From an optimization exercise on the open Yosys and OpenROAD flow, aimed at small area, a short achievable clock period and few clock cycles per item; shortcuts taken in it are not production practice. Function was checked by simulation only, so behaviour that the tests miss may differ from the original.

==> flow/design.v, too long to show whole: its modules and the start of the top module <==
// module sgd_control: 77 lines
// module sgd_dot_product: 36 lines
// module sgd_tree_dot: 1909 lines
// module sgd_gradient: 50 lines
// module sgd_add: 38 lines
// module sgd_tree_upd: 529 lines
// module sgd_model: 19 lines
// module sgd_x_writeback: 33 lines
// module sgd_top: 120 lines
module sgd_top (
    input  wire                       clk,
    input  wire                       rst_n,
    input  wire                       start,
    input  wire sgd_pkg::count_t      mini_batch_size,
    input  wire sgd_pkg::count_t      number_of_samples,
    input  wire sgd_pkg::count_t      number_of_epochs,
    input  wire sgd_pkg::shift_t      step_shift,
    input  wire sgd_pkg::features_t   sample_features,
    input  wire sgd_pkg::model_word_t sample_label,
    input  wire                       sample_valid,
    output wire                       sample_ready,
    output wire sgd_pkg::model_word_t x_out_data,
    output wire                       x_out_valid,
    input  wire                       x_out_ready,
    output wire                       x_out_last,
    output wire                       done
);
  // ...
==> flow/flow/run.sh <==
#!/bin/bash
# Own layout flow: the standard flow, with one netlist step between
# synthesis and floorplan, and a tighter setup target for the repairs.
#  1. standard synthesis (bash standard.sh synth), unchanged
#  2. flow/faopt.py re-chooses the polarity of each full adder (and xor/xnor)
#     so that fewer inverters are needed; registers are not touched
#  3. the rest of the standard flow, with the setup repair aiming at
#     SETUP_SLACK_MARGIN below (the clock and constraints are the standard flow's), and
#     every port buffered with buf_2 rather than the cell buffer_ports picks
# Each tool's output goes to a log file of its own in this folder.
set -euo pipefail
MARGIN=${MARGIN:-5.4}
R=orfs/results/${FLOW_PLATFORM}/sgd_top/base

bash standard.sh synth > synth.log 2>&1
cp $R/1_2_yosys.v $R/1_2_yosys.std.v
python3 flow/faopt.py $R/1_2_yosys.std.v $R/1_2_yosys.opt.v > faopt.log 2>&1
cp $R/1_2_yosys.opt.v $R/1_2_yosys.v
touch $R/1_2_yosys.v
rm -f $R/1_synth.odb $R/1_synth.sdc
bash standard.sh synth > synth_odb.log 2>&1
bash standard.sh SETUP_SLACK_MARGIN=$MARGIN "BUFFER_PORTS_ARGS=-buffer_cell sky130_fd_sc_hd__buf_2" finish > finish.log 2>&1
==> flow/flow/faopt.py <==
#!/usr/bin/env python3
"""Full adders are self-dual: fa(~a, ~b, ~c) = ~fa(a, b, c) on both outputs.
Re-choose each full adder's polarity in a Yosys netlist so that fewer
inverters are needed, and rewrite the netlist. Usage: faopt.py in.v out.v"""
import re
import sys
import random
import os

INV_RE = re.compile(r'^sky130_fd_sc_hd__(clk)?inv_\d+$')
FA_RE = re.compile(r'^sky130_fd_sc_hd__fa_\d+$')
XOR_RE = re.compile(r'^sky130_fd_sc_hd__x(n?)or2_(\d+)$')
LIB = os.path.join(os.environ.get('FLOW_HOME', '/OpenROAD-flow-scripts/flow'),
                   'platforms/sky130hd/lib/sky130_fd_sc_hd__tt_025C_1v80.lib')


def output_pins():
    """cell name -> its output pins, from the liberty file"""
    outs = {}
    cell = None
    pin = None
    for line in open(LIB):
        m = re.match(r'\s*cell\s*\(\s*"?([\w]+)"?\s*\)', line)
        if m:
            cell = m.group(1)
            outs[cell] = set()
            continue
        m = re.match(r'\s*pin\s*\(\s*"?([\w]+)"?\s*\)', line)
        if m:
            pin = m.group(1)
            continue
        m = re.match(r'\s*direction\s*:\s*"?(\w+)"?', line)
        if m and cell and pin and m.group(1) == 'output':
            outs[cell].add(pin)
    return outs


OUTS = output_pins()


def main(src, dst):
    text = open(src).read()
    text = re.sub(r'\(\*.*?\*\)', '', text, flags=re.S)
    text = re.sub(r'/\*.*?\*/', '', text, flags=re.S)
    m = re.search(r'\bmodule\s+(\S+)\s*\((.*?)\);', text, re.S)
    body_start = m.end()
    end = text.rindex('endmodule')
    head, body, tail = text[:body_start], text[body_start:end], text[end:]
    # split the body into statements
    stmts = [s.strip() for s in body.split(';')]
    stmts = [s for s in stmts if s]
    cells = []   # [type, name, {pin: net}, idx]
    other = []   # statements kept as they are, with their index
    port_nets = set()
    for s in stmts:
        mm = re.match(r'^(\S+)\s+(\S+)\s*\((.*)\)$', s, re.S)
        if mm and mm.group(1).startswith('sky130_fd_sc_hd__'):
            pins = dict((p, n.strip()) for p, n in re.findall(r'\.(\w+)\(([^()]*)\)', mm.group(3)))
            cells.append([mm.group(1), mm.group(2), pins])
        else:
            other.append(s)
            if re.match(r'^(input|output|inout)\b', s):
                for n in re.findall(r'([\\\w$.\[\]]+)\s*$', s.split('\n')[-1]):
                    pass
    # nets named in non-cell statements (ports, assigns) are kept as they are
    fixed_text = '\n'.join(o for o in other if not re.match(r'^wire\b', o))
    fixed_names = set(re.findall(r'[\\]?[\w$.]+(?:\[\d+\])?', fixed_text))

    def fixed(net):
        base = re.sub(r'\[\d+\]$', '', net)
        return net in fixed_names or base in fixed_names

    driver = {}
    for c in cells:
        for p, n in c[2].items():
            if p in OUTS[c[0]]:
                driver[n] = c
    invs = [c for c in cells if INV_RE.match(c[0])]
    inv_out = {c[2]['Y']: c for c in invs}

    # root of a net through inverter chains: (root net, polarity)
    def root(n):
        pol = 0
        seen = 0
        while n in inv_out and not fixed(n) and seen < 10:
            n = inv_out[n][2]['A']
            pol ^= 1
            seen += 1
        return n, pol

    fas = [c for c in cells if FA_RE.match(c[0])]
    nfa = len(fas)
    fas += [c for c in cells if XOR_RE.match(c[0])]
    fa_idx = {id(c): i for i, c in enumerate(fas)}
    # removable inverters: output not fixed
    removable = [c for c in invs if not fixed(c[2]['Y'])]
    removable_ids = set(id(c) for c in removable)
    # consumers: (cell, pin) -> (root, polarity wanted in the original)
    uses = []
    for c in cells:
        if id(c) in removable_ids:
            continue
        for p, n in c[2].items():
            if p in OUTS[c[0]]:
                continue
            r, q = root(n)
            uses.append((c, p, r, q))
    # roots driven by an FA output
    def fa_of_root(r):
        d = driver.get(r)
        if d is not None and (FA_RE.match(d[0]) or XOR_RE.match(d[0])) and not fixed(r):
            return fa_idx[id(d)]
        return None

    by_root = {}
    for u in uses:
        by_root.setdefault(u[2], []).append(u)
    roots = list(by_root)
    root_fa = {r: fa_of_root(r) for r in roots}
    use_fa = []
    for (c, p, r, q) in uses:
        use_fa.append(fa_idx[id(c)] if FA_RE.match(c[0]) and p in ('A', 'B', 'CIN') else None)
    root_uses = {}
    for i, u in enumerate(uses):
        root_uses.setdefault(u[2], []).append(i)
    fa_roots = [set() for _ in fas]
    for r in roots:
        if root_fa[r] is not None:
            fa_roots[root_fa[r]].add(r)
    for i, u in enumerate(uses):
        if use_fa[i] is not None:
            fa_roots[use_fa[i]].add(u[2])

    flip = [0] * len(fas)

    def need_inv(r):
        pr = flip[root_fa[r]] if root_fa[r] is not None else 0
        for i in root_uses[r]:
            q = uses[i][3]
            g = flip[use_fa[i]] if use_fa[i] is not None else 0
            if q ^ g != pr:
                return 1
        return 0

    def cost_of(k):
        return sum(need_inv(r) for r in fa_roots[k])

    total0 = sum(need_inv(r) for r in roots)
    import math
    cur = [cost_of(k) for k in range(len(fas))]
    best = list(flip)
    total = sum(need_inv(r) for r in roots)
    best_total = total
    n = len(fas)
    steps = 400 * n
    for t in range(steps):
        temp = 2.0 * (1 - t / steps) + 0.01
        k = random.randrange(n)
        before = cost_of(k)
        flip[k] ^= 1
        after = cost_of(k)
        d = after - before
        if d <= 0 or random.random() < math.exp(-d / temp):
            total += d
            if total < best_total:
                best_total = total
                best = list(flip)
        else:
            flip[k] ^= 1
    flip[:] = best
    improved = True
    while improved:
        improved = False
        for k in range(n):
            before = cost_of(k)
            flip[k] ^= 1
            if cost_of(k) < before:
                improved = True
            else:
                flip[k] ^= 1
    total1 = sum(need_inv(r) for r in roots)
    sys.stderr.write(f"faopt: {len(fas)} full adders, {sum(flip)} flipped; "
                     f"inverters {len(invs)} -> {len(invs) - len(removable) + total1} "
                     f"(removable {len(removable)}, needed {total0} before, {total1} after)\n")

    for k in range(nfa, len(fas)):
        if flip[k]:
            c = fas[k]
            m = XOR_RE.match(c[0])
            c[0] = 'sky130_fd_sc_hd__x' + ('or2_' if m.group(1) else 'nor2_') + m.group(2)
            if 'X' in c[2]:
                c[2]['Y'] = c[2].pop('X')
            else:
                c[2]['X'] = c[2].pop('Y')
    # rewrite: one inverter per root that needs the other polarity
    spare = list(removable)
    inv_for = {}
    new_cells = []
    for r in roots:
        if need_inv(r):
            c = spare.pop() if spare else None
            if c is None:
                name = f"_faopt_inv_{len(inv_for)}_"
                c = ['sky130_fd_sc_hd__inv_1', name, {}]
                out = f"_faopt_n_{len(inv_for)}_"
            else:
                out = c[2]['Y']
            c[2] = {'A': r, 'Y': out}
            inv_for[r] = out
            new_cells.append(c)
    for i, (c, p, r, q) in enumerate(uses):
        g = flip[use_fa[i]] if use_fa[i] is not None else 0
        pr = flip[root_fa[r]] if root_fa[r] is not None else 0
        c[2][p] = r if (q ^ g) == pr else inv_for[r]
    kept = [c for c in cells if id(c) not in removable_ids] + new_cells
    # declare nets made here
    decl = ''.join(f"  wire {c[2]['Y']};\n" for c in new_cells if c[2]['Y'].startswith('_faopt_n_'))
    out = [head, '\n']
    for o in other:
        out.append('  ' + o + ' ;\n')
    out.append(decl)
    for c in kept:
        pins = ',\n'.join(f'    .{p}({n} )' for p, n in c[2].items())
        out.append(f'  {c[0]} {c[1]} (\n{pins}\n  );\n')
    out.append(tail)
    # every net read by a cell must still have a driver; if not, keep the input
    inputs = set()
    assigned = set()
    for o in other:
        m2 = re.match(r'^input\s+(?:\[[^\]]*\]\s*)?(\S+)', o)
        if m2:
            inputs.add(m2.group(1))
        m2 = re.match(r'^assign\s+(\S+)', o)
        if m2:
            assigned.add(re.sub(r'\[.*', '', m2.group(1)))
    driven = set()
    for c in kept:
        for p, n in c[2].items():
            if p in OUTS[c[0]]:
                driven.add(n)
    bad = []
    for c in kept:
        for p, n in c[2].items():
            if p in OUTS[c[0]] or re.match(r"^\d+'[bh]", n):
                continue
            base = re.sub(r'\[\d+\]$', '', n)
            if n not in driven and base not in inputs and base not in assigned and n not in assigned:
                bad.append(n)
    if bad:
        sys.stderr.write(f"faopt: {len(bad)} nets without a driver (e.g. {bad[:5]}); netlist left as it was\n")
        open(dst, 'w').write(open(src).read())
        return
    open(dst, 'w').write(''.join(out))


if __name__ == '__main__':
    random.seed(1)
    main(sys.argv[1], sys.argv[2])
==> flow/standard.sh <==
#!/bin/bash
# synth_recipe.tcl (not shown) runs the flow's synth.tcl, then flattens the netlist and writes it again
# the make line also repeats each setting of config.mk as NAME=value (left out here)
make -C /OpenROAD-flow-scripts/flow DESIGN_CONFIG=/design/flow/config.mk WORK_HOME=/design/flow/orfs CLKGATE_MAP_FILE= SYNTH_SCRIPT=/design/flow/synth_recipe.tcl "${@:-finish}"
==> flow/config.mk <==
export PLATFORM = sky130hd
export DESIGN_NAME = sgd_top
export DESIGN_NICKNAME = sgd_top
export VERILOG_FILES = /design/flow/design.v
export SDC_FILE = /design/flow/constraint.sdc
export NUM_CORES = 4
export LEC_CHECK = 0
export ABC_AREA = 1
export CAP_MARGIN = 20
export CORE_MARGIN = 2
export CORE_UTILIZATION = 55
export CTS_BUF_LIST = sky130_fd_sc_hd__clkbuf_4 sky130_fd_sc_hd__clkbuf_8
export SETUP_SLACK_MARGIN = 5
export SLEW_MARGIN = 20
==> flow/constraint.sdc <==
create_clock -name core_clock -period 10.0 [get_ports {clk}]
set_input_delay 2.0000 -clock core_clock [delete_from_list [all_inputs] [get_ports {clk}]]
set_output_delay 2.0000 -clock core_clock [all_outputs]
set_load 0.01 [all_outputs]
==> results.py, run 1 <==
metrics = {
    "layout": {
        "seq_share": 0.215,
        "buf_share": 0.0574,
        "syn_to_final_growth_pct": 14.0,
        "multi_input_area_share": 0.621,
        "multi_input_cells": 4803,
        "final_common_cell": "o22ai_1",
    },
    "floorplan": {
        "die_h_um": 336,
        "tapCellCount": 1476,
    },
    "critical_path": {
        "path_common_cell": "nand2_1",
        "crit_required_ns": 10.74,
        "r2r-start": "e0[35]$_DFF_P_",
        "endpoint": "u_dot_product.dp_1[31]$_DFF_P_",
        "reg2reg_setup_slack_ns": 5.33,
    },
    "routing": {
        "dr_wl_met2_um": 94800,
        "route.detailed.drc": 0,
        "wl_met1_um": 91400,
        "wl_per_cell_um": 28.0,
        "drt_pass1_iterations": 8,
    },
    "clock_tree": {
        "cts_sinks": 632,
        "clk_latency_ns": 0.86,
        "clock-root-buffer": "clkbuf_8",
        "clockBufferDepth": 3,
    },
    "placed_design": {
        "port-buffer-count": 157,
        "pre_cts_ws_ns": 4.84,
        "place_area_mm2": 0.0626,
    },
    "hold_path": {
        "min_from": "e1[31]$_DFF_P_",
    },
    "global_route": {
        "grtUsageMet1": 0.536,
        "met2_usage": 0.565,
    },
    "sta": {
        "fin_hold_ws_ns": 0.309,
        "slew_headroom": 0.295,
        "rsz0062_at_grt": "yes",
        "tns_ns": 0,
    },
    "synth": {
        "synth_area_per_cell_um2": 9.38,
        "synth_warnings": 10,
        "netlist_area_mm2": 0.0608,
    },
    "outcome": {
        "outcome": "no timing/DRC/antenna violations",
    },
    "run": {
        "max_cap_viol_count": 0,
    },
}
Testbench counts, summed over its fixed seeds: cycles 5,573, samples 3,865.
==> module sgd_dot_product, before the edit <==
module sgd_dot_product (
    input  wire                       clk,
    input  wire sgd_pkg::booth_vec_t  e,
    input  wire sgd_pkg::model_word_t b,
    input  wire sgd_pkg::model_vec_t  x,
    output sgd_pkg::model_word_t      dp_0,
    output sgd_pkg::model_word_t      dp_1
);
    localparam int MW = sgd_pkg::MODEL_WIDTH;
    localparam int NR = 4 * sgd_pkg::NUM_FEATURES + 2;
    logic [NR*MW-1:0]     rows;
    logic [2:0]           neg3;
    sgd_pkg::model_word_t sum_0;
    sgd_pkg::model_word_t sum_1;
    always_comb begin
        for (int j = 0; j < sgd_pkg::NUM_FEATURES; j++) begin
            for (int k = 0; k < 4; k++) begin
                rows[(4*j+k)*MW +: MW] = sgd_pkg::booth_row(e[3*(4*j+k) +: 3], x[MW*j +: MW], k, 1'b0);
            end
            for (int k = 1; k < 4; k++) begin
                rows[(4*j+k)*MW + 2*k-2] = e[3*(4*j+k-1) + 2];
            end
        end
        neg3 = 3'(e[3*3+2]) + 3'(e[3*7+2]) + 3'(e[3*11+2]) + 3'(e[3*15+2]);
        rows[16*MW +: MW] = ~b;
        rows[17*MW +: MW] = {23'd0, neg3, 6'd1};
    end
    sgd_tree_dot u_sum (
        .rows (rows),
        .sum  ({sum_1, sum_0})
    );
    always_ff @(posedge clk) begin
        dp_0 <= sum_0;
        dp_1 <= sum_1;
    end
endmodule
==> module sgd_gradient, before the edit <==
module sgd_gradient (
    input  wire                       clk,
    input  wire                       dp_valid,
    input  wire sgd_pkg::model_word_t dp_0,
    input  wire sgd_pkg::model_word_t dp_1,
    input  wire sgd_pkg::booth_vec_t  e,
    input  wire sgd_pkg::shift_t      step_shift_q,
    input  wire sgd_pkg::model_vec_t  w,
    output sgd_pkg::model_vec_t       w_next
);
    localparam int MW = sgd_pkg::MODEL_WIDTH;
    sgd_pkg::model_word_t dp_value;
    sgd_pkg::model_word_t loss;
    logic [2*MW-1:0]      ext;
    logic [6*MW-1:0]      rows [sgd_pkg::NUM_FEATURES];
    sgd_add #(.SKLANSKY(0)) u_dp_add (
        .a (dp_0),
        .b (dp_1),
        .s (dp_value)
    );
    assign ext      = {{MW{dp_value[MW-1]}}, dp_value} >> step_shift_q;
    always_ff @(posedge clk) begin
        loss <= ext[MW-1:0] & {MW{dp_valid}};
    end
    always_comb begin
        for (int j = 0; j < sgd_pkg::NUM_FEATURES; j++) begin
            for (int k = 0; k < 4; k++) begin
                rows[j][k*MW +: MW] = sgd_pkg::booth_row(e[3*(4*j+k) +: 3], loss, k, 1'b1);
            end
            for (int k = 1; k < 4; k++) begin
                rows[j][k*MW + 2*k-2] = ~e[3*(4*j+k-1) + 2];
            end
            rows[j][4*MW +: MW] = {25'd0, ~e[3*(4*j+3) + 2], 6'd0};
            rows[j][5*MW +: MW] = w[MW*j +: MW];
        end
    end
    for (genvar j = 0; j < sgd_pkg::NUM_FEATURES; j++) begin : g_word
        sgd_pkg::model_word_t sum_s;
        sgd_pkg::model_word_t sum_c;
        sgd_tree_upd u_sum (
            .rows (rows[j]),
            .sum  ({sum_c, sum_s})
        );
        sgd_add #(.SKLANSKY(1)) u_add (
            .a (sum_s),
            .b (sum_c),
            .s (w_next[MW*j +: MW])
        );
    end
endmodule
==> module sgd_top, before the edit <==
module sgd_top (
    input  wire                       clk,
    input  wire                       rst_n,
    input  wire                       start,
    input  wire sgd_pkg::count_t      mini_batch_size,
    input  wire sgd_pkg::count_t      number_of_samples,
    input  wire sgd_pkg::count_t      number_of_epochs,
    input  wire sgd_pkg::shift_t      step_shift,
    input  wire sgd_pkg::features_t   sample_features,
    input  wire sgd_pkg::model_word_t sample_label,
    input  wire                       sample_valid,
    output wire                       sample_ready,
    output wire sgd_pkg::model_word_t x_out_data,
    output wire                       x_out_valid,
    input  wire                       x_out_ready,
    output wire                       x_out_last,
    output wire                       done
);
    logic                 start_acc;
    logic                 start_q;
    logic                 take;
    logic                 batch_end;
    logic                 run_end;
    sgd_pkg::shift_t      step_shift_q;
    logic                 wb_done;
    logic                 v0, be0, last0;
    sgd_pkg::booth_vec_t  e0;
    sgd_pkg::model_word_t b0;
    logic                 v1, be1, last1;
    sgd_pkg::booth_vec_t  e1;
    sgd_pkg::model_word_t d1_0;
    sgd_pkg::model_word_t d1_1;
    logic                 v2, be2, last2;
    sgd_pkg::booth_vec_t  e2;
    sgd_pkg::model_vec_t  x;
    sgd_pkg::model_vec_t  w;
    sgd_pkg::model_vec_t  w_next;
    logic                 wb_start;
    sgd_control u_control (
        .clk               (clk),
        .rst_n             (rst_n),
        .start             (start),
        .mini_batch_size   (mini_batch_size),
        .number_of_samples (number_of_samples),
        .number_of_epochs  (number_of_epochs),
        .step_shift        (step_shift),
        .sample_valid      (sample_valid),
        .wb_done           (wb_done),
        .start_acc         (start_acc),
        .sample_ready      (sample_ready),
        .take              (take),
        .batch_end         (batch_end),
        .run_end           (run_end),
        .step_shift_q      (step_shift_q),
        .done              (done)
    );
    always_ff @(posedge clk) begin
        if (!rst_n) begin
            v0      <= 1'b0;
            v1      <= 1'b0;
            v2      <= 1'b0;
            start_q <= 1'b0;
        end else begin
            start_q <= start_acc;
            v0 <= take;
            v1 <= v0;
            v2 <= v1;
        end
    end
    always_ff @(posedge clk) begin
        e0    <= sgd_pkg::booth_enc_all(sample_features);
        b0    <= sample_label;
        be0   <= batch_end;
        last0 <= run_end;
        e1    <= e0;
        be1   <= be0;
        last1 <= last0;
        e2    <= e1;
        be2   <= be1;
        last2 <= last1;
    end
    sgd_dot_product u_dot_product (
        .clk      (clk),
        .e        (e0),
        .b        (b0),
        .x        (x),
        .dp_0     (d1_0),
        .dp_1     (d1_1)
    );
    sgd_gradient u_gradient (
        .clk          (clk),
        .dp_valid     (v1),
        .dp_0         (d1_0),
        .dp_1         (d1_1),
        .e            (e2),
        .step_shift_q (step_shift_q),
        .w            (w),
        .w_next       (w_next)
    );
    sgd_model u_model (
        .clk           (clk),
        .clear         (start_q),
        .upd_batch_end (v2 & be2),
        .w_next        (w_next),
        .x             (x),
        .w             (w)
    );
    assign wb_start = v2 & last2;
    sgd_x_writeback u_x_writeback (
        .clk         (clk),
        .rst_n       (rst_n),
        .wb_start    (wb_start),
        .x           (x),
        .x_out_ready (x_out_ready),
        .x_out_data  (x_out_data),
        .x_out_valid (x_out_valid),
        .x_out_last  (x_out_last),
        .wb_done     (wb_done)
    );
endmodule
==> run 2, diff against run 1 <==
--- a/flow/design.v
+++ b/flow/design.v
@@ -116,49 +116,52 @@
 `timescale 1ns/100ps
 `default_nettype none
 module sgd_dot_product (
     input  wire                       clk,
     input  wire sgd_pkg::booth_vec_t  e,
     input  wire sgd_pkg::model_word_t b,
     input  wire sgd_pkg::model_vec_t  x,
     output sgd_pkg::model_word_t      dp_0,
-    output sgd_pkg::model_word_t      dp_1
+    output sgd_pkg::model_word_t      dp_1,
+    output sgd_pkg::model_word_t      dp_2
 );
     localparam int MW = sgd_pkg::MODEL_WIDTH;
     localparam int NR = 4 * sgd_pkg::NUM_FEATURES + 2;
     logic [NR*MW-1:0]     rows;
     logic [2:0]           neg3;
     sgd_pkg::model_word_t sum_0;
     sgd_pkg::model_word_t sum_1;
+    sgd_pkg::model_word_t sum_2;
     always_comb begin
         for (int j = 0; j < sgd_pkg::NUM_FEATURES; j++) begin
             for (int k = 0; k < 4; k++) begin
                 rows[(4*j+k)*MW +: MW] = sgd_pkg::booth_row(e[3*(4*j+k) +: 3], x[MW*j +: MW], k, 1'b0);
             end
             for (int k = 1; k < 4; k++) begin
                 rows[(4*j+k)*MW + 2*k-2] = e[3*(4*j+k-1) + 2];
             end
         end
         neg3 = 3'(e[3*3+2]) + 3'(e[3*7+2]) + 3'(e[3*11+2]) + 3'(e[3*15+2]);
         rows[16*MW +: MW] = ~b;
         rows[17*MW +: MW] = {23'd0, neg3, 6'd1};
     end
     sgd_tree_dot u_sum (
         .rows (rows),
-        .sum  ({sum_1, sum_0})
+        .sum  ({sum_2, sum_1, sum_0})
     );
     always_ff @(posedge clk) begin
         dp_0 <= sum_0;
         dp_1 <= sum_1;
+        dp_2 <= sum_2;
     end
 endmodule
 module sgd_tree_dot (
     input  wire [575:0] rows,
-    output wire [63:0] sum
+    output wire [95:0] sum
 );
     wire n1;
     wire n2;
     wire n3;
     wire n4;
     wire n5;
     wire n6;
     wire n7;
@@ -1014,80 +1017,16 @@
     wire n857;
     wire n858;
     wire n859;
     wire n860;
     wire n861;
     wire n862;
     wire n863;
     wire n864;
-    wire n865;
-    wire n866;
-    wire n867;
-    wire n868;
-    wire n869;
-    wire n870;
-    wire n871;
-    wire n872;
-    wire n873;
-    wire n874;
-    wire n875;
-    wire n876;
-    wire n877;
-    wire n878;
-    wire n879;
-    wire n880;
-    wire n881;
-    wire n882;
-    wire n883;
-    wire n884;
-    wire n885;
-    wire n886;
-    wire n887;
-    wire n888;
-    wire n889;
-    wire n890;
-    wire n891;
-    wire n892;
-    wire n893;
-    wire n894;
-    wire n895;
-    wire n896;
-    wire n897;
-    wire n898;
-    wire n899;
-    wire n900;
-    wire n901;
-    wire n902;
-    wire n903;
-    wire n904;
-    wire n905;
-    wire n906;
-    wire n907;
-    wire n908;
-    wire n909;
-    wire n910;
-    wire n911;
-    wire n912;
-    wire n913;
-    wire n914;
-    wire n915;
-    wire n916;
-    wire n917;
-    wire n918;
-    wire n919;
-    wire n920;
-    wire n921;
-    wire n922;
-    wire n923;
-    wire n924;
-    wire n925;
-    wire n926;
-    wire n927;
-    wire n928;
     assign n1 = rows[4] ^ rows[36] ^ rows[68];
     assign n2 = (rows[4] & rows[36]) | (rows[4] & rows[68]) | (rows[36] & rows[68]);
     assign n3 = rows[100] ^ rows[132] ^ rows[164];
     assign n4 = (rows[100] & rows[132]) | (rows[100] & rows[164]) | (rows[132] & rows[164]);
     assign n5 = rows[5] ^ rows[37] ^ rows[69];
     assign n6 = (rows[5] & rows[37]) | (rows[5] & rows[69]) | (rows[37] & rows[69]);
     assign n7 = rows[6] ^ rows[38] ^ rows[70];
     assign n8 = (rows[6] & rows[38]) | (rows[6] & rows[70]) | (rows[38] & rows[70]);
@@ -1927,165 +1866,139 @@
     assign n856 = (n778 & n780) | (n778 & n781) | (n780 & n781);
     assign n857 = n782 ^ n784 ^ n785;
     assign n858 = (n782 & n784) | (n782 & n785) | (n784 & n785);
     assign n859 = n786 ^ n788 ^ n789;
     assign n860 = (n786 & n788) | (n786 & n789) | (n788 & n789);
     assign n861 = n790 ^ n792 ^ n793;
     assign n862 = (n790 & n792) | (n790 & n793) | (n792 & n793);
     assign n863 = n794 ^ n796 ^ n797;
-    assign n865 = n493 ^ n675;
-    assign n866 = n493 & n675;
-    assign n867 = n679 ^ n802 ^ n803;
-    assign n868 = (n679 & n802) | (n679 & n803) | (n802 & n803);
-    assign n869 = n683 ^ n804 ^ n805;
-    assign n870 = (n683 & n804) | (n683 & n805) | (n804 & n805);
-    assign n871 = n687 ^ n806 ^ n807;
-    assign n872 = (n687 & n806) | (n687 & n807) | (n806 & n807);
-    assign n873 = n691 ^ n808 ^ n809;
-    assign n874 = (n691 & n808) | (n691 & n809) | (n808 & n809);
-    assign n875 = n695 ^ n810 ^ n811;
-    assign n876 = (n695 & n810) | (n695 & n811) | (n810 & n811);
-    assign n877 = n699 ^ n812 ^ n813;
-    assign n878 = (n699 & n812) | (n699 & n813) | (n812 & n813);
-    assign n879 = n703 ^ n814 ^ n815;
-    assign n880 = (n703 & n814) | (n703 & n815) | (n814 & n815);
-    assign n881 = n707 ^ n816 ^ n817;
-    assign n882 = (n707 & n816) | (n707 & n817) | (n816 & n817);
-    assign n883 = n711 ^ n818 ^ n819;
-    assign n884 = (n711 & n818) | (n711 & n819) | (n818 & n819);
-    assign n885 = n715 ^ n820 ^ n821;
-    assign n886 = (n715 & n820) | (n715 & n821) | (n820 & n821);
-    assign n887 = n719 ^ n822 ^ n823;
-    assign n888 = (n719 & n822) | (n719 & n823) | (n822 & n823);
-    assign n889 = n723 ^ n824 ^ n825;
-    assign n890 = (n723 & n824) | (n723 & n825) | (n824 & n825);
-    assign n891 = n727 ^ n826 ^ n827;
-    assign n892 = (n727 & n826) | (n727 & n827) | (n826 & n827);
-    assign n893 = n731 ^ n828 ^ n829;
-    assign n894 = (n731 & n828) | (n731 & n829) | (n828 & n829);
-    assign n895 = n735 ^ n830 ^ n831;
-    assign n896 = (n735 & n830) | (n735 & n831) | (n830 & n831);
-    assign n897 = n739 ^ n832 ^ n833;
-    assign n898 = (n739 & n832) | (n739 & n833) | (n832 & n833);
-    assign n899 = n743 ^ n834 ^ n835;
-    assign n900 = (n743 & n834) | (n743 & n835) | (n834 & n835);
-    assign n901 = n747 ^ n836 ^ n837;
-    assign n902 = (n747 & n836) | (n747 & n837) | (n836 & n837);
-    assign n903 = n751 ^ n838 ^ n839;
-    assign n904 = (n751 & n838) | (n751 & n839) | (n838 & n839);
-    assign n905 = n755 ^ n840 ^ n841;
-    assign n906 = (n755 & n840) | (n755 & n841) | (n840 & n841);
-    assign n907 = n759 ^ n842 ^ n843;
-    assign n908 = (n759 & n842) | (n759 & n843) | (n842 & n843);
-    assign n909 = n763 ^ n844 ^ n845;
-    assign n910 = (n763 & n844) | (n763 & n845) | (n844 & n845);
-    assign n911 = n767 ^ n846 ^ n847;
-    assign n912 = (n767 & n846) | (n767 & n847) | (n846 & n847);
-    assign n913 = n771 ^ n848 ^ n849;
-    assign n914 = (n771 & n848) | (n771 & n849) | (n848 & n849);
-    assign n915 = n775 ^ n850 ^ n851;
-    assign n916 = (n775 & n850) | (n775 & n851) | (n850 & n851);
-    assign n917 = n779 ^ n852 ^ n853;
-    assign n918 = (n779 & n852) | (n779 & n853) | (n852 & n853);
-    assign n919 = n783 ^ n854 ^ n855;
-    assign n920 = (n783 & n854) | (n783 & n855) | (n854 & n855);
-    assign n921 = n787 ^ n856 ^ n857;
-    assign n922 = (n787 & n856) | (n787 & n857) | (n856 & n857);
-    assign n923 = n791 ^ n858 ^ n859;
-    assign n924 = (n791 & n858) | (n791 & n859) | (n858 & n859);
-    assign n925 = n795 ^ n860 ^ n861;
-    assign n926 = (n795 & n860) | (n795 & n861) | (n860 & n861);
-    assign n927 = n799 ^ n862 ^ n863;
-    assign sum[0] = n801;
-    assign sum[1] = n866;
-    assign sum[2] = n868;
-    assign sum[3] = n870;
-    assign sum[4] = n872;
-    assign sum[5] = n874;
-    assign sum[6] = n876;
-    assign sum[7] = n878;
-    assign sum[8] = n880;
-    assign sum[9] = n882;
-    assign sum[10] = n884;
-    assign sum[11] = n886;
-    assign sum[12] = n888;
-    assign sum[13] = n890;
-    assign sum[14] = n892;
-    assign sum[15] = n894;
-    assign sum[16] = n896;
-    assign sum[17] = n898;
-    assign sum[18] = n900;
-    assign sum[19] = n902;
-    assign sum[20] = n904;
-    assign sum[21] = n906;
-    assign sum[22] = n908;
-    assign sum[23] = n910;
-    assign sum[24] = n912;
-    assign sum[25] = n914;
-    assign sum[26] = n916;
-    assign sum[27] = n918;
-    assign sum[28] = n920;
-    assign sum[29] = n922;
-    assign sum[30] = n924;
-    assign sum[31] = n926;
-    assign sum[32] = n865;
-    assign sum[33] = n867;
-    assign sum[34] = n869;
-    assign sum[35] = n871;
-    assign sum[36] = n873;
-    assign sum[37] = n875;
-    assign sum[38] = n877;
-    assign sum[39] = n879;
-    assign sum[40] = n881;
-    assign sum[41] = n883;
-    assign sum[42] = n885;
-    assign sum[43] = n887;
-    assign sum[44] = n889;
-    assign sum[45] = n891;
-    assign sum[46] = n893;
-    assign sum[47] = n895;
-    assign sum[48] = n897;
-    assign sum[49] = n899;
-    assign sum[50] = n901;
-    assign sum[51] = n903;
-    assign sum[52] = n905;
-    assign sum[53] = n907;
-    assign sum[54] = n909;
-    assign sum[55] = n911;
-    assign sum[56] = n913;
-    assign sum[57] = n915;
-    assign sum[58] = n917;
-    assign sum[59] = n919;
-    assign sum[60] = n921;
-    assign sum[61] = n923;
-    assign sum[62] = n925;
-    assign sum[63] = n927;
+    assign sum[0] = n493;
+    assign sum[1] = n679;
+    assign sum[2] = n683;
+    assign sum[3] = n687;
+    assign sum[4] = n691;
+    assign sum[5] = n695;
+    assign sum[6] = n699;
+    assign sum[7] = n703;
+    assign sum[8] = n707;
+    assign sum[9] = n711;
+    assign sum[10] = n715;
+    assign sum[11] = n719;
+    assign sum[12] = n723;
+    assign sum[13] = n727;
+    assign sum[14] = n731;
+    assign sum[15] = n735;
+    assign sum[16] = n739;
+    assign sum[17] = n743;
+    assign sum[18] = n747;
+    assign sum[19] = n751;
+    assign sum[20] = n755;
+    assign sum[21] = n759;
+    assign sum[22] = n763;
+    assign sum[23] = n767;
+    assign sum[24] = n771;
+    assign sum[25] = n775;
+    assign sum[26] = n779;
+    assign sum[27] = n783;
+    assign sum[28] = n787;
+    assign sum[29] = n791;
+    assign sum[30] = n795;
+    assign sum[31] = n799;
+    assign sum[32] = n675;
+    assign sum[33] = n802;
+    assign sum[34] = n804;
+    assign sum[35] = n806;
+    assign sum[36] = n808;
+    assign sum[37] = n810;
+    assign sum[38] = n812;
+    assign sum[39] = n814;
+    assign sum[40] = n816;
+    assign sum[41] = n818;
+    assign sum[42] = n820;
+    assign sum[43] = n822;
+    assign sum[44] = n824;
+    assign sum[45] = n826;
+    assign sum[46] = n828;
+    assign sum[47] = n830;
+    assign sum[48] = n832;
+    assign sum[49] = n834;
+    assign sum[50] = n836;
+    assign sum[51] = n838;
+    assign sum[52] = n840;
+    assign sum[53] = n842;
+    assign sum[54] = n844;
+    assign sum[55] = n846;
+    assign sum[56] = n848;
+    assign sum[57] = n850;
+    assign sum[58] = n852;
+    assign sum[59] = n854;
+    assign sum[60] = n856;
+    assign sum[61] = n858;
+    assign sum[62] = n860;
+    assign sum[63] = n862;
+    assign sum[64] = n801;
+    assign sum[65] = n803;
+    assign sum[66] = n805;
+    assign sum[67] = n807;
+    assign sum[68] = n809;
+    assign sum[69] = n811;
+    assign sum[70] = n813;
+    assign sum[71] = n815;
+    assign sum[72] = n817;
+    assign sum[73] = n819;
+    assign sum[74] = n821;
+    assign sum[75] = n823;
+    assign sum[76] = n825;
+    assign sum[77] = n827;
+    assign sum[78] = n829;
+    assign sum[79] = n831;
+    assign sum[80] = n833;
+    assign sum[81] = n835;
+    assign sum[82] = n837;
+    assign sum[83] = n839;
+    assign sum[84] = n841;
+    assign sum[85] = n843;
+    assign sum[86] = n845;
+    assign sum[87] = n847;
+    assign sum[88] = n849;
+    assign sum[89] = n851;
+    assign sum[90] = n853;
+    assign sum[91] = n855;
+    assign sum[92] = n857;
+    assign sum[93] = n859;
+    assign sum[94] = n861;
+    assign sum[95] = n863;
 endmodule
 `default_nettype wire
 `timescale 1ns/100ps
 `default_nettype none
 module sgd_gradient (
     input  wire                       clk,
     input  wire                       dp_valid,
     input  wire sgd_pkg::model_word_t dp_0,
     input  wire sgd_pkg::model_word_t dp_1,
+    input  wire sgd_pkg::model_word_t dp_2,
     input  wire sgd_pkg::booth_vec_t  e,
     input  wire sgd_pkg::shift_t      step_shift_q,
     input  wire sgd_pkg::model_vec_t  w,
     output sgd_pkg::model_vec_t       w_next
 );
     localparam int MW = sgd_pkg::MODEL_WIDTH;
+    sgd_pkg::model_word_t dp_s;
+    sgd_pkg::model_word_t dp_c;
     sgd_pkg::model_word_t dp_value;
     sgd_pkg::model_word_t loss;
     logic [2*MW-1:0]      ext;
     logic [6*MW-1:0]      rows [sgd_pkg::NUM_FEATURES];
+    assign dp_s = dp_0 ^ dp_1 ^ dp_2;
+    assign dp_c = {((dp_0 & dp_1) | (dp_0 & dp_2) | (dp_1 & dp_2)), 1'b0};
     sgd_add #(.SKLANSKY(0)) u_dp_add (
-        .a (dp_0),
-        .b (dp_1),
+        .a (dp_s),
+        .b (dp_c),
         .s (dp_value)
     );
     assign ext      = {{MW{dp_value[MW-1]}}, dp_value} >> step_shift_q;
     always_ff @(posedge clk) begin
         loss <= ext[MW-1:0] & {MW{dp_valid}};
     end
     always_comb begin
         for (int j = 0; j < sgd_pkg::NUM_FEATURES; j++) begin
@@ -2768,16 +2681,17 @@
     logic                 wb_done;
     logic                 v0, be0, last0;
     sgd_pkg::booth_vec_t  e0;
     sgd_pkg::model_word_t b0;
     logic                 v1, be1, last1;
     sgd_pkg::booth_vec_t  e1;
     sgd_pkg::model_word_t d1_0;
     sgd_pkg::model_word_t d1_1;
+    sgd_pkg::model_word_t d1_2;
     logic                 v2, be2, last2;
     sgd_pkg::booth_vec_t  e2;
     sgd_pkg::model_vec_t  x;
     sgd_pkg::model_vec_t  w;
     sgd_pkg::model_vec_t  w_next;
     logic                 wb_start;
     sgd_control u_control (
         .clk               (clk),
@@ -2823,23 +2737,25 @@
         last2 <= last1;
     end
     sgd_dot_product u_dot_product (
         .clk      (clk),
         .e        (e0),
         .b        (b0),
         .x        (x),
         .dp_0     (d1_0),
-        .dp_1     (d1_1)
+        .dp_1     (d1_1),
+        .dp_2     (d1_2)
     );
     sgd_gradient u_gradient (
         .clk          (clk),
         .dp_valid     (v1),
         .dp_0         (d1_0),
         .dp_1         (d1_1),
+        .dp_2         (d1_2),
         .e            (e2),
         .step_shift_q (step_shift_q),
         .w            (w),
         .w_next       (w_next)
     );
     sgd_model u_model (
         .clk           (clk),
         .clear         (start_q),
==> flow/config.mk (replaced) <==
export PLATFORM = sky130hd
export DESIGN_NAME = sgd_top
export DESIGN_NICKNAME = sgd_top
export VERILOG_FILES = /design/flow/design.v
export SDC_FILE = /design/flow/constraint.sdc
export NUM_CORES = 4
export LEC_CHECK = 0
export ABC_AREA = 1
export CAP_MARGIN = 20
export CORE_MARGIN = 2
export CORE_UTILIZATION = 45
export CTS_BUF_LIST = sky130_fd_sc_hd__clkbuf_4 sky130_fd_sc_hd__clkbuf_8
export SETUP_SLACK_MARGIN = 5
export SLEW_MARGIN = 20
==> results.py, run 2 <==
metrics = {
    "layout": {
        "fin_util": 0.517,
        "drive_gt1_frac": 0.150,
        "final_common_cell": "o22ai_1",
        "fill_cells": 12500,
        "syn_to_final_growth_pct": 13.8,
        "most-common-layout-cells": "o22ai_1 (844), fa_1 (759), nand2_1 (683)",
        "multiInputGateArea_mm2": 0.0431,
        "final_cells": 8614,
        "seqCellArea_mm2": 0.0156,
        "finalNetCount": 7912,
        "largestRegisters": "u_model.w: 128 flops, u_model.x: 128 flops",
    },
    "sta": {
        "tns_ns": 0,
        "finalSetupViolations": 0,
        "period_needed_ns": 4.69,
        "fmax_mhz": 213,
        "slew_headroom": 0.220,
        "drv_slew": 0,
        "fin_crit_sh": 0.469,
        "skew_ns": 0.0838,
        "fin_ws_ns": 5.31,
        "hold_violations": 0,
        "worst_pin_slew_ns": 1.17,
        "rsz0062_at_grt": "yes",
    },
    "routing": {
        "drt_pass1_iterations": 8,
        "vias": 51800,
        "route.detailed.drc": 0,
        "drt_iter0_markers": 6446,
        "viasPerCell": 6.01,
        "wl_per_cell_um": 26.5,
        "wl_um": 228000,
        "drtAntennaViolNets": 0,
    },
    "clock_tree": {
        "cts_hold_buf": 0,
        "cts_buffers": 119,
        "clockBufferDepth": 3,
        "cts_htree_levels": 3,
        "cts_sinks": 664,
        "cts_tree": "done",
        "path_clk_slew_ns": 0.07,
        "clk_latency_ns": 0.90,
        "clock-root-buffer": "clkbuf_8",
    },
    "synth": {
        "synth_warnings": 10,
        "synth_area_per_cell_um2": 9.42,
        "synthesis.nets": 7727,
        "synthCells": 6536,
        "netlist_area_mm2": 0.0616,
    },
    "critical_path": {
        "worstPathArrival_ns": 5.43,
        "start_kind": "flip-flop",
        "worstSetupEndpointType": "flip-flop",
        "crit_required_ns": 10.74,
        "cp_max_fo": 15,
        "worstSetupPathType": "reg -> reg",
    },
    "placed_design": {
        "pre_cts_ws_ns": 4.51,
        "hpwl_um": 163000,
        "dp_cells": 8159,
        "gp_congestion": 1.02,
        "port-buffer-count": 157,
    },
    "global_route": {
        "grt_usage": 0.316,
        "grt_pass1_wl_um": 330000,
        "grt_pass1_vias": 51200,
        "grt-ovfl-total": 0,
        "grt_max_degree": 98,
        "antenna_found_initial": 22,
    },
    "floorplan": {
        "core-area_mm2": 0.136,
        "die_h_um": 374,
        "rows": 135,
        "die_w_um": 374,
        "pin_count": 158,
        "initial_core_util": 0.454,
        "die_area_mm2": 0.140,
    },
    "outcome": {
        "outcome": "no timing/DRC/antenna violations",
    },
    "run": {
        "max_cap_viol_count": 0,
    },
    "hold_path": {
        "hp-class": "reg -> reg",
    },
}
[run 2: path summary, 6_finish.rpt]
check	start	to	slack, ns	cells after the start
worst max register to register	e0[0]$_DFF_P_	u_dot_product.dp_2[7]$_DFF_P_	5.31	8
worst max-delay path	e0[0]$_DFF_P_	u_dot_product.dp_2[7]$_DFF_P_	5.31	8
worst min register to register	e1[1]$_DFF_P_	e2[1]$_DFF_P_	0.32	0
worst min-delay path	e1[1]$_DFF_P_	e2[1]$_DFF_P_	0.32	0
[run 2: routing by layer]
metal / global-route usage / routed length (um) / share of wire / vias up
met5: 0 / 241 / 0.0011 / -
met4: 0.149 / 12300 / 0.054 / 34
met3: 0.120 / 31000 / 0.14 / 697
met2: 0.452 / 94400 / 0.41 / 3266
met1: 0.419 / 90400 / 0.40 / 25400
li1: - / - / - / 22400
[run 2: worst max-delay path, stage by stage (launching register included)]
cell and delay (ns):
dfxtp_1 0.88, clkinvlp_4 0.69, o22ai_1 0.34, xnor2_1 0.13
fa_1 0.48, fa_1 0.63, fa_1 0.45, fa_1 0.41
fa_1 0.49
[run 2: layout make-up]
class,count,area share
clock inverter,52,0.00969
antenna,9,0.000321
clock buffer,172,0.0311
multi-input combinational,4832,0.615
inverter,645,0.0378
tap,1781,0.0318
timing repair inverter,35,0.00371
timing repair buffer,424,0.0490
sequential,664,0.222
[run 2: timing repair]
action	4_1_cts	5_1_grt
pin swaps	1	38
buffers inserted	110	70
gates cloned	30	9
resized for setup	188	260
setup endpoints to repair	286	249
[run 2: per-stage QoR]
step | area [um^2] | hold slack, ns
after floorplan | 61600 | 0.310
after global routing | 70100 | 0.317
after detailed placement | 63600 | 0.312
final | 70100 | 0.316
after global placement | 63600 | 0.310
after CTS | 68200 | 0.317
Testbench counts of run 2, summed over its fixed seeds: cycles 5,573, samples 3,865.

-- port drivers added, routing unchanged --
The flow's constraints put no driver on any port. The routed layouts listed below were extracted and timed again, unchanged, in two steps.
Step 1: set_driving_cell puts a clkbuf_16 on clk and a buf_2 on each other input, an assumption about the parent block.
Step 2 also shifts input and output timing later by t, the mid clock arrival at the registers, as if the neighbouring blocks saw the same clock.
a / b / c = ideal ports / drivers / drivers and shift; a / b = the first two.
run | t (ns) | setup WS [ns] | worst data-port slew with drivers (ns)
run 1 | 0.881 | 5.334 / 5.334 / 5.334 | 0.05
run 2 | 0.936 | 5.309 / 5.309 / 5.309 | 0.05
After both steps every run listed still meets setup and hold.
